This is an optimization exercise on Yosys and OpenROAD, whose aim is small area and a short achievable clock period, not a production implementation.
Only simulation tests tie the RTL to the original design; equivalence was not proved.

Design varcic_mc, start of the top module:
module varcic_mc #(
  parameter int STAGES    = 5,
  parameter int IN_WIDTH  = 18,
  parameter int OUT_WIDTH = 18,
  parameter int ACC_WIDTH = 48,
  parameter int CHANNELS  = 2
) (
  input  logic                          clock,
  input  logic                          reset,
  input  logic [5:0]                    decimation,
  input  logic [5:0]                    out_shift,
  input  logic                          in_strobe,
  input  logic [CHANNELS*IN_WIDTH-1:0]  in_data,
  output logic                          out_strobe,
  output logic [CHANNELS*OUT_WIDTH-1:0] out_data,
  output logic                          overflow
);
clock: 16.0 ns
lec_check: 0
cap_margin: 20
core_margin: 2
core_utilization: 40
slew_margin: 20
synth_hierarchical: 1
synth_minimum_keep_size: 0
standard.sh (not shown) runs the stock make flow with config.mk's settings and CLKGATE_MAP_FILE= SYNTH_SCRIPT=/design/flow/synth_recipe.tcl, a recipe that flattens the netlist after the stock synthesis.
==> flow/flow/run.sh <==
#!/bin/bash
set -euo pipefail
export SETUP_SLACK_MARGIN=11.3
bash standard.sh > standard_flow.log 2>&1
The first run passed the timing, design-rule and antenna checks.
Then changed:
==> flow/flow/run.sh (replaced) <==
#!/bin/bash
set -euo pipefail
export SETUP_SLACK_MARGIN=11.1
bash standard.sh > standard_flow.log 2>&1
- CAP_MARGIN: 20 -> 10
- CORE_UTILIZATION: 40 -> 65
- CTS_BUF_LIST: default -> sky130_fd_sc_hd__clkbuf_8
- SLEW_MARGIN: 20 -> 10
What happened: Global-route usage went up by 11 points; worst setup slack degrades by 0.13 ns; hold slack hardly moves; core utilization climbs by 27 points; critical path depth does not change; wire length falls by 4.9%; count of clock-buffer cells in the layout goes up by 52; sequential share of layout area increases by 1.6 points.
Then changed:
==> flow/flow/run.sh (replaced) <==
#!/bin/bash
set -euo pipefail
export SETUP_SLACK_MARGIN=11.3
bash standard.sh > standard_flow.log 2>&1
- CTS_BUF_LIST: sky130_fd_sc_hd__clkbuf_8 -> sky130_fd_sc_hd__clkbuf_16
- CTS_CLUSTER_SIZE: default -> 20
Result:
- The new run completed, yet does not pass: antenna rules
- cell area goes up by a few percent
- maximum frequency rose by a few percent
- synthesized cell count does not change

========
Another version of the RTL of varcic_mc (not shown whole).
Size: about 6,300 cells after synthesis, about 1,300 flip-flops, about 89 I/O pins, roughly 88,000 um2 of cells after synthesis.
==> flow/config.mk <==
export PLATFORM = sky130hd
export DESIGN_NAME = varcic_mc
export DESIGN_NICKNAME = varcic_mc
export VERILOG_FILES = /design/flow/design.v
export SDC_FILE = /design/flow/constraint.sdc
export NUM_CORES = 4
export LEC_CHECK = 0
export CAP_MARGIN = 20
export CORE_MARGIN = 2
export CORE_UTILIZATION = 50
export CTS_BUF_LIST = sky130_fd_sc_hd__clkbuf_16
export CTS_CLUSTER_DIAMETER = 90
export CTS_CLUSTER_SIZE = 27
export SLEW_MARGIN = 20
export SYNTH_HIERARCHICAL = 1
export SYNTH_MINIMUM_KEEP_SIZE = 0
==> flow/constraint.sdc <==
create_clock -name core_clock -period 16.0 [get_ports {clock}]
set_input_delay 3.2000 -clock core_clock [delete_from_list [all_inputs] [get_ports {clock}]]
set_output_delay 3.2000 -clock core_clock [all_outputs]
set_load 0.01 [all_outputs]
==> flow/flow/run.sh <==
#!/bin/bash
set -euo pipefail
export SETUP_SLACK_MARGIN=11.45
export BUFFER_PORTS_ARGS="-buffer_cell sky130_fd_sc_hd__buf_4"
bash standard.sh > standard_flow.log 2>&1
Rerun with:
==> flow/flow/run.sh (replaced) <==
#!/bin/bash
set -euo pipefail
export SETUP_SLACK_MARGIN=11.6
export BUFFER_PORTS_ARGS="-buffer_cell sky130_fd_sc_hd__buf_4"
bash standard.sh > standard_flow.log 2>&1
- CORE_UTILIZATION: 50 -> 55
- GPL_ROUTABILITY_DRIVEN: not set -> 0
=> The new run went through all stages and came out clean. Design area is higher by 0.33%. Routed wire length is lower by 2.8%. Area after synthesis does not change. Sequential share of layout area is about the same. Hold slack is better by 0.0047 ns. Global-route usage is higher by 1.7 points. Count of clock-buffer cells in the layout is lower by 6. Utilization is higher by 5.9 points.
Rerun with:
==> flow/flow/run.sh (replaced) <==
#!/bin/bash
set -euo pipefail
export SETUP_SLACK_MARGIN=11.3
export BUFFER_PORTS_ARGS="-buffer_cell sky130_fd_sc_hd__buf_4"
bash standard.sh > standard_flow.log 2>&1
- GPL_ROUTABILITY_DRIVEN: 0 -> not set
=> The changed run went through all stages and came out clean; routed wire length stays flat; flip-flop and latch count stays the same; register-to-register slack gets worse by 0.06 ns; core utilization fell by 0.65 points; non-clock buffer count fell by 45; count of clock-buffer cells in the layout stays the same; via count drops by 0.90%; area after synthesis is unchanged; worst setup slack is worse by 0.064 ns.
Rerun with:
==> flow/flow/run.sh (replaced) <==
#!/bin/bash
set -euo pipefail
export SETUP_SLACK_MARGIN=11.45
export BUFFER_PORTS_ARGS="-buffer_cell sky130_fd_sc_hd__buf_4"
bash standard.sh > standard_flow.log 2>&1
- GPL_ROUTABILITY_DRIVEN: not set -> 0
Outcome: Non-clock buffer count came out higher by 18; register-to-register slack improves by 0.07 ns; cell count stays flat; area after synthesis does not change.
Rerun with:
==> flow/flow/run.sh (replaced) <==
#!/bin/bash
set -euo pipefail
export SETUP_SLACK_MARGIN=11.3
export BUFFER_PORTS_ARGS="-buffer_cell sky130_fd_sc_hd__buf_4"
bash standard.sh > standard_flow.log 2>&1
- CTS_CLUSTER_DIAMETER: 90 -> 80
- CTS_CLUSTER_SIZE: 27 -> 24
- GPL_ROUTABILITY_DRIVEN: 0 -> not set
After rerunning: Cell area increases by about 0.8%. Final cell count goes up by 0.33%. Routed wire length came out higher by 1.3%. Worst hold slack gains 0.014 ns. Register-to-register slack is worse by 0.06 ns. Worst setup slack degrades by 0.056 ns.

========
varcic_mc again, from the RTL that the note above started with.
Settings: LEC_CHECK=0, CAP_MARGIN=20, CORE_MARGIN=2, CORE_UTILIZATION=55, CTS_BUF_LIST=sky130_fd_sc_hd__clkbuf_16, CTS_CLUSTER_DIAMETER=80, CTS_CLUSTER_SIZE=24, SLEW_MARGIN=20, SYNTH_HIERARCHICAL=1, SYNTH_MINIMUM_KEEP_SIZE=0; clock period 16.0 ns.
==> flow/flow/run.sh <==
#!/bin/bash
set -euo pipefail
export SETUP_SLACK_MARGIN=11.2
export BUFFER_PORTS_ARGS="-buffer_cell sky130_fd_sc_hd__buf_4"
bash standard.sh > standard_flow.log 2>&1
==> next run, changes <==
==> flow/flow/run.sh (replaced) <==
#!/bin/bash
set -euo pipefail
export SETUP_SLACK_MARGIN=11.8
export BUFFER_PORTS_ARGS="-buffer_cell sky130_fd_sc_hd__buf_4"
bash standard.sh > standard_flow.log 2>&1
--- a/flow/config.mk
+++ b/flow/config.mk
@@ -10,6 +10,6 @@
 export CORE_UTILIZATION = 55
 export CTS_BUF_LIST = sky130_fd_sc_hd__clkbuf_16
-export CTS_CLUSTER_DIAMETER = 80
-export CTS_CLUSTER_SIZE = 24
+export CTS_CLUSTER_DIAMETER = 90
+export CTS_CLUSTER_SIZE = 27
 export SLEW_MARGIN = 20
 export SYNTH_HIERARCHICAL = 1
Clock skew increases by 0.0084 ns.
Non-clock buffer count decreases by 13.
Routed wire length increases by 0.71%.
Cell area stays flat.
Worst setup slack improved by 0.069 ns.
Clock-buffer cell count decreases by 12.

static timing again, ports no longer ideal:
Ports are ideal in the flow. The routed layouts listed here were re-timed in OpenROAD.
Step 1 assumes that a clkbuf_16 drives the clock port and a buf_2 every other input.
Step 2 also shifts input and output timing later by t, the mid clock arrival at the registers, as if the neighbouring blocks saw the same clock.
Three values: ideal ports, drivers, drivers and shift; two values: the first two.
run	shift t [ns]	setup WS [ns]	slew at the worst register clock pin (ns)
the first run of note 1	0.883	11.106 / 11.116 / 10.233	0.07 / 0.07
the second run of note 1	1.008	10.976 / 10.965 / 9.957	0.08 / 0.08
the third run of note 1	0.855	11.181 / 11.142 / 10.286	0.07 / 0.07
the first run of note 2	0.792	11.218 / 11.218 / 10.498	0.11 / 0.11
the second run of note 2	0.801	11.220 / 11.220 / 10.679	0.11 / 0.11
the third run of note 2	0.797	11.156 / 11.156 / 10.553	0.11 / 0.11
the fourth run of note 2	0.792	11.229 / 11.229 / 10.597	0.12 / 0.12
the fifth run of note 2	0.805	11.173 / 11.173 / 10.511	0.10 / 0.10
the first run of note 3	0.818	11.137 / 11.137 / 10.541	0.10 / 0.10
the second run of note 3	0.793	11.205 / 11.205 / 10.625	0.11 / 0.11
The setup slack of the second run of note 1, which loses most, moves by -0.011 ns with the drivers and by -1.019 ns with both steps.
